Context: an optimization exercise on an open-source flow, tuned for small area, a short achievable clock period and few clock cycles per item. The choices shown serve that exercise and are no tape-out recipe.
Function not checked in this run: the RTL went through the layout flow alone.
Power figures rest on the tool's default switching activity, not on a simulated workload.

$ cat design/flow/config.mk
export PLATFORM = sky130hd
export DESIGN_NAME = lru_key_value_cache_unit
export DESIGN_NICKNAME = lru_key_value_cache_unit
export VERILOG_FILES = /design/flow/design.v
export SDC_FILE = /design/flow/constraint.sdc
export NUM_CORES = 4
export LEC_CHECK = 0
export CAP_MARGIN = 20
export CORE_MARGIN = 2
export CORE_UTILIZATION = 40
export SLEW_MARGIN = 20
$ cat design/flow/constraint.sdc
create_clock -name core_clock -period 5.0 [get_ports {aclk}]
set_input_delay 1.0000 -clock core_clock [delete_from_list [all_inputs] [get_ports {aclk}]]
set_output_delay 1.0000 -clock core_clock [all_outputs]
set_load 0.01 [all_outputs]
$ cat design/flow/design.v
`default_nettype none
package lkvc_pkg;
    localparam int MAX_ENTRIES = 16;
    localparam int KEY_BITS    = 16;
    localparam int VALUE_BITS  = 32;
    localparam int APB_ADDR_BITS = 2;
    localparam int APB_DATA_BITS = 32;
    localparam int CAP_BITS      = 5;
    localparam logic [CAP_BITS-1:0]      CAP_RESET        = 5'd16;
    localparam logic [APB_ADDR_BITS-1:0] REG_CAPACITY_ADR = 2'd0;
    localparam logic OP_GET = 1'b0;
    localparam logic OP_PUT = 1'b1;
    typedef enum logic [1:0] {
        ST_IDLE,
        ST_SCAN,
        ST_UPDATE,
        ST_DONE
    } state_t;
    typedef struct packed {
        logic key_we;
        logic value_we;
        logic rank_we;
    } slot_wr_t;
endpackage
`default_nettype wire
`default_nettype none
module lkvc_slot_mem #(
    parameter int MAX_ENTRIES = lkvc_pkg::MAX_ENTRIES,
    parameter int KEY_BITS    = lkvc_pkg::KEY_BITS,
    parameter int VALUE_BITS  = lkvc_pkg::VALUE_BITS,
    localparam int IDX_W      = (MAX_ENTRIES > 1) ? $clog2(MAX_ENTRIES) : 1
) (
    input  wire                     aclk,
    input  wire  [IDX_W-1:0]        rd_addr,
    output logic [KEY_BITS-1:0]     rd_key,
    output logic [VALUE_BITS-1:0]   rd_value,
    output logic [IDX_W-1:0]        rd_rank,
    input  lkvc_pkg::slot_wr_t      wr,
    input  wire  [IDX_W-1:0]        wr_addr,
    input  wire  [KEY_BITS-1:0]     wr_key,
    input  wire  [VALUE_BITS-1:0]   wr_value,
    input  wire  [IDX_W-1:0]        wr_rank
);
    logic [KEY_BITS-1:0]   key_mem   [MAX_ENTRIES];
    logic [VALUE_BITS-1:0] value_mem [MAX_ENTRIES];
    logic [IDX_W-1:0]      rank_mem  [MAX_ENTRIES];
    always_ff @(posedge aclk) begin
        if (wr.key_we) begin
            key_mem[wr_addr] <= wr_key;
        end
        if (wr.value_we) begin
            value_mem[wr_addr] <= wr_value;
        end
        if (wr.rank_we) begin
            rank_mem[wr_addr] <= wr_rank;
        end
    end
    always_ff @(posedge aclk) begin
        rd_key   <= key_mem[rd_addr];
        rd_value <= value_mem[rd_addr];
        rd_rank  <= rank_mem[rd_addr];
    end
endmodule
`default_nettype wire
`default_nettype none
module lru_key_value_cache_unit #(
    parameter int MAX_ENTRIES = lkvc_pkg::MAX_ENTRIES,
    parameter int KEY_BITS    = lkvc_pkg::KEY_BITS,
    parameter int VALUE_BITS  = lkvc_pkg::VALUE_BITS,
    localparam int TDATA_W    = ((KEY_BITS + VALUE_BITS + 7) / 8) * 8
) (
    input  wire                                  aclk,
    input  wire                                  aresetn,
    input  wire                                  psel,
    input  wire                                  penable,
    input  wire                                  pwrite,
    input  wire  [lkvc_pkg::APB_ADDR_BITS-1:0]   paddr,
    input  wire  [lkvc_pkg::APB_DATA_BITS-1:0]   pwdata,
    output logic [lkvc_pkg::APB_DATA_BITS-1:0]   prdata,
    output logic                                 pready,
    input  wire                                  s_axis_tvalid,
    output logic                                 s_axis_tready,
    input  wire  [TDATA_W-1:0]                   s_axis_tdata,   
    input  wire  [0:0]                           s_axis_tuser,   
    output logic                                 m_axis_tvalid,
    input  wire                                  m_axis_tready,
    output logic [TDATA_W-1:0]                   m_axis_tdata,   
    output logic [1:0]                           m_axis_tuser    
);
    localparam int IDX_W = (MAX_ENTRIES > 1) ? $clog2(MAX_ENTRIES) : 1;
    localparam int CNT_W = $clog2(MAX_ENTRIES + 1);
    localparam logic [CNT_W-1:0] LAST_CNT = CNT_W'(MAX_ENTRIES);
    lkvc_pkg::state_t state_reg, state_next;
    logic [CNT_W-1:0]          scan_reg, scan_next;
    logic                      chk_valid_reg, chk_valid_next;
    logic [IDX_W-1:0]          chk_idx_reg, chk_idx_next;
    logic                      op_reg, op_next;
    logic [KEY_BITS-1:0]       key_reg, key_next;
    logic [VALUE_BITS-1:0]     wval_reg, wval_next;
    logic                      found_reg, found_next;
    logic [IDX_W-1:0]          found_idx_reg, found_idx_next;
    logic [IDX_W-1:0]          found_rank_reg, found_rank_next;
    logic [VALUE_BITS-1:0]     found_value_reg, found_value_next;
    logic                      old_any_reg, old_any_next;
    logic [IDX_W-1:0]          old_idx_reg, old_idx_next;
    logic [IDX_W-1:0]          old_rank_reg, old_rank_next;
    logic [KEY_BITS-1:0]       old_key_reg, old_key_next;
    logic                      free_any_reg, free_any_next;
    logic [IDX_W-1:0]          free_idx_reg, free_idx_next;
    logic [IDX_W-1:0]          tgt_idx_reg, tgt_idx_next;
    logic [IDX_W-1:0]          limit_reg, limit_next;
    logic                      inc_all_reg, inc_all_next;
    logic [MAX_ENTRIES-1:0]    slot_valid_reg, slot_valid_next;
    logic [CNT_W-1:0]          count_reg, count_next;
    logic [lkvc_pkg::CAP_BITS-1:0] cap_reg;
    logic [CNT_W-1:0]          cap_eff;
    logic                      res_hit_reg, res_hit_next;
    logic [VALUE_BITS-1:0]     res_val_reg, res_val_next;
    logic                      res_ev_reg, res_ev_next;
    logic [KEY_BITS-1:0]       res_evkey_reg, res_evkey_next;
    logic                      m_valid_reg, m_valid_next;
    logic [TDATA_W-1:0]        m_data_reg, m_data_next;
    logic [1:0]                m_user_reg, m_user_next;
    logic [IDX_W-1:0]          rd_addr;
    logic [KEY_BITS-1:0]       rd_key;
    logic [VALUE_BITS-1:0]     rd_value;
    logic [IDX_W-1:0]          rd_rank;
    lkvc_pkg::slot_wr_t        mem_wr;
    logic [IDX_W-1:0]          mem_wr_addr;
    logic [KEY_BITS-1:0]       mem_wr_key;
    logic [VALUE_BITS-1:0]     mem_wr_value;
    logic [IDX_W-1:0]          mem_wr_rank;
    logic                      cfg_wr;
    lkvc_slot_mem #(
        .MAX_ENTRIES (MAX_ENTRIES),
        .KEY_BITS    (KEY_BITS),
        .VALUE_BITS  (VALUE_BITS)
    ) u_slot_mem (
        .aclk     (aclk),
        .rd_addr  (rd_addr),
        .rd_key   (rd_key),
        .rd_value (rd_value),
        .rd_rank  (rd_rank),
        .wr       (mem_wr),
        .wr_addr  (mem_wr_addr),
        .wr_key   (mem_wr_key),
        .wr_value (mem_wr_value),
        .wr_rank  (mem_wr_rank)
    );
    assign pready = 1'b1;
    assign cfg_wr = psel && penable && pwrite && pready
                    && (paddr == lkvc_pkg::REG_CAPACITY_ADR);
    always_comb begin
        if (paddr == lkvc_pkg::REG_CAPACITY_ADR) begin
            prdata = lkvc_pkg::APB_DATA_BITS'(cap_reg);
        end else begin
            prdata = '0;
        end
    end
    always_ff @(posedge aclk) begin
        if (!aresetn) begin
            cap_reg <= lkvc_pkg::CAP_RESET;
        end else if (cfg_wr) begin
            cap_reg <= pwdata[lkvc_pkg::CAP_BITS-1:0];
        end
    end
    always_comb begin
        if (cap_reg == '0) begin
            cap_eff = CNT_W'(1);
        end else if (int'(cap_reg) > MAX_ENTRIES) begin
            cap_eff = LAST_CNT;
        end else begin
            cap_eff = CNT_W'(cap_reg);
        end
    end
    assign s_axis_tready = (state_reg == lkvc_pkg::ST_IDLE);
    assign m_axis_tvalid = m_valid_reg;
    assign m_axis_tdata  = m_data_reg;
    assign m_axis_tuser  = m_user_reg;
    assign rd_addr       = scan_reg[IDX_W-1:0];
    always_ff @(posedge aclk) begin
        if (!aresetn) begin
            state_reg      <= lkvc_pkg::ST_IDLE;
            slot_valid_reg <= '0;
            count_reg      <= '0;
            m_valid_reg    <= 1'b0;
            chk_valid_reg  <= 1'b0;
        end else begin
            state_reg      <= state_next;
            slot_valid_reg <= slot_valid_next;
            count_reg      <= count_next;
            m_valid_reg    <= m_valid_next;
            chk_valid_reg  <= chk_valid_next;
        end
    end
    always_ff @(posedge aclk) begin
        scan_reg        <= scan_next;
        chk_idx_reg     <= chk_idx_next;
        op_reg          <= op_next;
        key_reg         <= key_next;
        wval_reg        <= wval_next;
        found_reg       <= found_next;
        found_idx_reg   <= found_idx_next;
        found_rank_reg  <= found_rank_next;
        found_value_reg <= found_value_next;
        old_any_reg     <= old_any_next;
        old_idx_reg     <= old_idx_next;
        old_rank_reg    <= old_rank_next;
        old_key_reg     <= old_key_next;
        free_any_reg    <= free_any_next;
        free_idx_reg    <= free_idx_next;
        tgt_idx_reg     <= tgt_idx_next;
        limit_reg       <= limit_next;
        inc_all_reg     <= inc_all_next;
        res_hit_reg     <= res_hit_next;
        res_val_reg     <= res_val_next;
        res_ev_reg      <= res_ev_next;
        res_evkey_reg   <= res_evkey_next;
        m_data_reg      <= m_data_next;
        m_user_reg      <= m_user_next;
    end
    always_comb begin
        logic             issue;
        logic             evict;
        logic [IDX_W-1:0] fill_idx;
        state_next       = state_reg;
        scan_next        = scan_reg;
        chk_valid_next   = 1'b0;
        chk_idx_next     = chk_idx_reg;
        op_next          = op_reg;
        key_next         = key_reg;
        wval_next        = wval_reg;
        found_next       = found_reg;
        found_idx_next   = found_idx_reg;
        found_rank_next  = found_rank_reg;
        found_value_next = found_value_reg;
        old_any_next     = old_any_reg;
        old_idx_next     = old_idx_reg;
        old_rank_next    = old_rank_reg;
        old_key_next     = old_key_reg;
        free_any_next    = free_any_reg;
        free_idx_next    = free_idx_reg;
        tgt_idx_next     = tgt_idx_reg;
        limit_next       = limit_reg;
        inc_all_next     = inc_all_reg;
        slot_valid_next  = slot_valid_reg;
        count_next       = count_reg;
        res_hit_next     = res_hit_reg;
        res_val_next     = res_val_reg;
        res_ev_next      = res_ev_reg;
        res_evkey_next   = res_evkey_reg;
        m_valid_next     = m_valid_reg && !m_axis_tready;
        m_data_next      = m_data_reg;
        m_user_next      = m_user_reg;
        mem_wr           = '0;
        mem_wr_addr      = chk_idx_reg;
        mem_wr_key       = key_reg;
        mem_wr_value     = wval_reg;
        mem_wr_rank      = '0;
        issue            = (scan_reg != LAST_CNT);
        evict            = 1'b0;
        fill_idx         = free_idx_reg;
        unique case (state_reg)
            lkvc_pkg::ST_IDLE: begin
                if (s_axis_tvalid) begin
                    op_next       = s_axis_tuser[0];
                    key_next      = s_axis_tdata[KEY_BITS-1:0];
                    wval_next     = s_axis_tdata[KEY_BITS +: VALUE_BITS];
                    scan_next     = '0;
                    found_next    = 1'b0;
                    old_any_next  = 1'b0;
                    free_any_next = 1'b0;
                    state_next    = lkvc_pkg::ST_SCAN;
                end
            end
            lkvc_pkg::ST_SCAN: begin
                if (issue) begin
                    scan_next      = scan_reg + 1'b1;
                    chk_valid_next = 1'b1;
                    chk_idx_next   = scan_reg[IDX_W-1:0];
                end
                if (chk_valid_reg) begin
                    if (slot_valid_reg[chk_idx_reg]) begin
                        if (!found_reg && rd_key == key_reg) begin
                            found_next       = 1'b1;
                            found_idx_next   = chk_idx_reg;
                            found_rank_next  = rd_rank;
                            found_value_next = rd_value;
                        end
                        if (!old_any_reg || rd_rank > old_rank_reg) begin
                            old_any_next  = 1'b1;
                            old_idx_next  = chk_idx_reg;
                            old_rank_next = rd_rank;
                            old_key_next  = rd_key;
                        end
                    end else if (!free_any_reg) begin
                        free_any_next = 1'b1;
                        free_idx_next = chk_idx_reg;
                    end
                end
                if (!issue && !chk_valid_reg) begin
                    scan_next      = '0;
                    res_hit_next   = 1'b0;
                    res_val_next   = '0;
                    res_ev_next    = 1'b0;
                    res_evkey_next = '0;
                    priority if (found_reg) begin
                        mem_wr.rank_we  = 1'b1;
                        mem_wr.value_we = (op_reg == lkvc_pkg::OP_PUT);
                        mem_wr_addr     = found_idx_reg;
                        tgt_idx_next    = found_idx_reg;
                        limit_next      = found_rank_reg;
                        inc_all_next    = 1'b0;
                        res_hit_next    = 1'b1;
                        if (op_reg == lkvc_pkg::OP_GET) begin
                            res_val_next = found_value_reg;
                        end
                        state_next = lkvc_pkg::ST_UPDATE;
                    end else if (op_reg == lkvc_pkg::OP_PUT) begin
                        evict = (count_reg >= cap_eff) && old_any_reg;
                        if (evict) begin
                            if (!free_any_reg || old_idx_reg < free_idx_reg) begin
                                fill_idx = old_idx_reg;
                            end
                            slot_valid_next[old_idx_reg] = 1'b0;
                            res_ev_next    = 1'b1;
                            res_evkey_next = old_key_reg;
                        end else begin
                            count_next = count_reg + 1'b1;
                        end
                        slot_valid_next[fill_idx] = 1'b1;
                        mem_wr.key_we   = 1'b1;
                        mem_wr.value_we = 1'b1;
                        mem_wr.rank_we  = 1'b1;
                        mem_wr_addr     = fill_idx;
                        tgt_idx_next    = fill_idx;
                        inc_all_next    = 1'b1;
                        state_next      = lkvc_pkg::ST_UPDATE;
                    end else begin
                        state_next = lkvc_pkg::ST_DONE;
                    end
                end
            end
            lkvc_pkg::ST_UPDATE: begin
                if (issue) begin
                    scan_next      = scan_reg + 1'b1;
                    chk_valid_next = 1'b1;
                    chk_idx_next   = scan_reg[IDX_W-1:0];
                end
                if (chk_valid_reg && slot_valid_reg[chk_idx_reg]
                    && chk_idx_reg != tgt_idx_reg
                    && (inc_all_reg || rd_rank < limit_reg)) begin
                    mem_wr.rank_we = 1'b1;
                    mem_wr_addr    = chk_idx_reg;
                    mem_wr_rank    = rd_rank + 1'b1;
                end
                if (!issue && !chk_valid_reg) begin
                    state_next = lkvc_pkg::ST_DONE;
                end
            end
            lkvc_pkg::ST_DONE: begin
                if (!m_valid_reg || m_axis_tready) begin
                    m_valid_next = 1'b1;
                    m_data_next  = TDATA_W'({res_evkey_reg, res_val_reg});
                    m_user_next  = {res_ev_reg, res_hit_reg};
                    state_next   = lkvc_pkg::ST_IDLE;
                end
            end
            default: begin
                state_next = lkvc_pkg::ST_IDLE;
            end
        endcase
    end
endmodule
`default_nettype wire
$ cat design/flow/run.sh
#!/bin/bash
# synth_recipe.tcl (not shown) runs the flow's synth.tcl, then flattens the netlist and writes it again
# the make line also repeats each setting of config.mk as NAME=value (left out here)
make -C /OpenROAD-flow-scripts/flow DESIGN_CONFIG=/design/flow/config.mk WORK_HOME=/design/flow/orfs CLKGATE_MAP_FILE= SYNTH_SCRIPT=/design/flow/synth_recipe.tcl finish
==> run summary <==
## cell usage in the layout (no fill, tap or decap), types with 6 or more instances in the layout
| cell | instances |
|---|---|
| edfxtp_1 | 1070 |
| mux4_2 | 265 |
| clkdlybuf4s50_1 | 119 |
| clkbuf_16 | 113 |
| dfxtp_1 | 82 |
| and2_1 | 58 |
| buf_4 | 56 |
| nor2_1 | 44 |
| ha_1 | 29 |
| conb_1 | 28 |
| inv_1 | 26 |
| clkbuf_1 | 26 |
| xnor2_1 | 25 |
| clkinv_2 | 21 |
| o21ai_0 | 20 |
| nand2_1 | 20 |
| nand3_1 | 17 |
| nor3_2 | 16 |
| nor3_1 | 15 |
| o211ai_1 | 15 |
| clkinv_1 | 15 |
| bufinv_16 | 13 |
| a21oi_1 | 10 |
| nand4_1 | 10 |
| nor2b_1 | 10 |
| clkbuf_8 | 10 |
| buf_12 | 9 |
| xor2_1 | 8 |
| mux2i_1 | 7 |
| clkinvlp_4 | 7 |
| nand2b_1 | 6 |
| o21ai_1 | 6 |
## power by group through the flow
| stage | registers [mW] | clock network [mW] | logic, mW |
|---|---|---|---|
| after floorplan | 12.1 | 0 | 3.39 |
| final | 12.2 | 8.49 | 4.55 |
| after global routing | 12.3 | 9.06 | 4.87 |
| after global placement | 12.3 | 0 | 4.56 |
| after detailed placement | 12.4 | 0 | 4.60 |
| after CTS | 12.2 | 8.69 | 4.62 |
## area by class of cell
type | instances | area (sq um) | share of cell area
clock buffers | 149 | 3063 | 0.06085
multi-input cells | 706 | 9129 | 0.1814
repair buffers | 185 | 1819 | 0.03614
inverters | 27 | 101.3 | 0.002014
well taps | 1403 | 1755 | 0.03488
clock inverters | 62 | 693.2 | 0.01377
flip-flops and latches | 1152 | 33770 | 0.6710
## kinds of logic after synthesis
kind of cell    after synthesis  synth area share
flops                      1152            0.7798
fa+ha+maj                    29          0.008378
other cells                   2         0.0001734
simple gates                242           0.03137
mux                         273            0.1397
compound gates              100           0.01725
xor+xnor                     34          0.007049
buf+inv                     140           0.01635
## worst register-to-register path: cells and delay by family (launching register included)
family          cells  cell delay, ns
simple gates        6            1.35
compound gates      4            1.20
buf+inv             1            0.61
flops               1            0.33
fa+ha+maj           1            0.23
## final timing paths
path | depth (start not counted) | start | endpoint | slack (ns)
max reg2reg | 12 | cap_reg[1]$_SDFFE_PN0P_ | u_slot_mem.value_mem[6][18]$_DFFE_PP_ | 0.85
min | 0 | u_slot_mem.rd_value[8]$_DFF_P_ | found_value_reg[8]$_DFFE_PP_ | 0.40
min reg2reg | 0 | u_slot_mem.rd_value[8]$_DFF_P_ | found_value_reg[8]$_DFFE_PP_ | 0.40
max | 12 | cap_reg[1]$_SDFFE_PN0P_ | u_slot_mem.value_mem[6][18]$_DFFE_PP_ | 0.85
## layer usage
metal / global-route usage / vias to the layer above / part of all wire
met5: 0 / - / 0
met4: 0.04380 / 0 / 0.018
met3: 0.02680 / 118 / 0.051
met2: 0.2793 / 557 / 0.51
met1: 0.2192 / 10523 / 0.42
li1: - / 8502 / -
## stage by stage
stage	setup slack, ns	TNS (ns)
final	0.8533	0
after global routing	0.5276	0
after CTS	0.8858	0
after detailed placement	0.9405	0
after global placement	0.8780	0
after floorplan	-0.5243	-125.07
==> run summary <==
The synthesized area was 0.04331 sq mm; the peak per-stage delay on the critical path was 0.61 ns. The maximum number of pins on one net before global-route repair is 141, and the routed wirelength normalized by instance count is 24.79 um. The initial antenna violation count was 0.

The remaining global-route overflow was 0; the switching power share of the total was 0.2555. The total DRC errors in the routed layout is 0, and the post-cts hold buffer count is 0. The die covers 0.1109 sq mm. The count of buffers inserted at the top-level ports is 119, and the highest clock frequency the design can meet is 241.2 MHz. The switching power is 6.441 mW.

Synthesized area per cell: 21.96 sq um. The share of synthesized area occupied by flip-flops and latches came out at 0.7798. In this run the static leakage power is 15.84 nW. The flow ran to the end and the layout has no timing, DRC or antenna violations. For the worst hold slack after final layout, the log shows 0.4030 ns.

The worst relative slew slack was 0.2382; the die boundary width was 333.1 um. The worst setup path is captured at a flip-flop. At the later pin of the worst-skew pair, clock insertion delay measures 0.68 ns. The worst-case vdd ir drop is 0.3646 mV, and the internal power consumption is 18.77 mW. After synthesis, the most frequently instantiated cells are edfxtp_1, mux4_2, dfxtp_1. In the post-synthesis netlist, the cell with the most instances is edfxtp_1.

Counting flops with a built-in enable in the synthesized netlist gives 1070. Worst path buffer plus inverter count: 1. The core outline area was 0.1072 sq mm; the layout-stage area growth over the synthesis result was 16.21%. The actual transition at the worst max-transition pin works out to 1.143 ns. The run gives 175 as the top-level port count.

The fill cell instance count of the final layout came out at 8765. The worst clock skew came out at 0.03256 ns. The detailed router finished its first iteration with 1946 violations. The finished cells cover 0.05033 sq mm. After clock tree synthesis, the setup repair step added 0 buffers.

In the final design database the tool counted 2302 nets. The register with the most flip-flops in the layout has 512 of them. The area of placed instances was 0.04652 sq mm.

The share of flip-flops with an asynchronous set or reset after synthesis was 0. u_slot_mem.value_mem holds more flip-flops than any other register. For this block, the routed nets add up to 91.33 mm of wire. Clock-pin slew was measured on the worst setup and hold paths at 0.06 ns.

The path class of the tightest hold or removal check is flip-flop to flip-flop. The cell count after synthesis came out at 1972. Setup violations remaining at the end of the flow were counted as 0. The effective utilization at floorplan came out at 0.4040. Yosys printed 2 warnings. The number of iterations in the first detailed-routing pass is 5. In the final layout, the registers with the most flip-flops are u_slot_mem.value_mem x512, u_slot_mem.key_mem x256, u_slot_mem.rank_mem x64. The count of placed standard cells including taps is 3471, and the sequential cell fraction of total power is 0.483. CTS built an H-tree with a depth of 3. CTS placed an instance of clkbuf_16 at the clock tree root. The tools report the overall power of the completed layout as 25.21 mW. The share of the cycle needed by the critical path after routing came out at 0.8293. The logs give 3684 for the number of cells in the finished layout apart from fillers and 4.45 ns for the critical path arrival. The vertical die dimension is 333.1 um. The clock drives 1152 sinks.

For the via count of the first global-routing pass, the log shows 20803. The congestion estimate from routability-driven global placement came to 0.8093. The worst setup path is of the flip-flop to flip-flop kind. After clock tree synthesis, the repair step resized 0 gates. Along the worst path, the maximum fanout reaches 32. The routed layout has 19700 vias. The routed design could run at a clock period as short as 4.147 ns. In this run the power density over the cells is 500.8 mW/mm^2. Row generation in the floorplan step produced 120 rows. Synthesis instantiated 72 different standard cells from the library. STA classifies the critical path startpoint as a flip-flop. In this design, the largest share of critical-path delay is due to simple AND/OR/NAND/NOR gates. The run gives 111 as the number of CTS-inserted buffers. In this design, the critical path's most frequently occurring cell is nor2_1. Setup repair after global routing left no endpoint under its margin.

The critical path goes through nor3_1 > nor2_1 > nor2_1 > ha_1 > nand2b_1 > a31oi_2 > o21a_1 > o211ai_2 > o21ai_0 > nand3_1 > nor3_4 > buf_4. The final cell utilization of the core was 0.4695; the fraction of layout instances using a drive strength above 1 was 0.2464. In the synthesized netlist the dominant register cell turns out to be edfxtp_1. Cell with the biggest individual delay on the critical path: buf_4. The fraction of power consumed by combinational cells came out at 0.180. The global router's overall resource usage is 0.1639, and the worst path required time is 5.30 ns.

Area fraction of the dominant cell type after synthesis: 0.7419. Dominant cell type by area after synthesis: edfxtp_1. The portion of total power attributed to the clock network is 0.337.

TritonCTS built the clock tree. The number of antenna diodes in the final layout is 0. The tools report the number of max-cap violations as 0. The run gives 3 as the maximum clock path buffer count. The number of failing hold endpoints at the final stage was 0; the final max-slew violation count was 0. The count of state elements after synthesis came out at 1152.

The routed via count divided by cell count was 5.347; the HPWL reported at the end of detailed placement was 50.65 mm. The first global-routing pass estimated 135.0 mm of wire. Ranked by total cell area, the synthesized netlist is headed by edfxtp_1, mux4_2, dfxtp_1.

The detail route stage leaves a number of antenna-violating nets equal to 0.

==> re-timing with driven ports <==
Ports are ideal in the flow. The routed layout listed here was re-timed in OpenROAD. Step 1, drivers: a clkbuf_16 drives aclk and a buf_2 each remaining input, both assumed. Step 2 times the ports against the registers' clock, not the clock port: input delays grow and output delays shrink by t, the midpoint of the rising clock arrivals with the driver on. Three values: ideal, step 1, step 2; two values: the first two.
t, ns: 0.736
setup slack, ns: 0.853 / 0.853 / 0.853
hold WS [ns]: 0.403 / 0.403 / 0.403
worst setup path after step 2: register to register
After both steps setup and hold are still met in this run. The setup slack of this run moves by 0.000 ns with the drivers and by 0.000 ns with both steps.
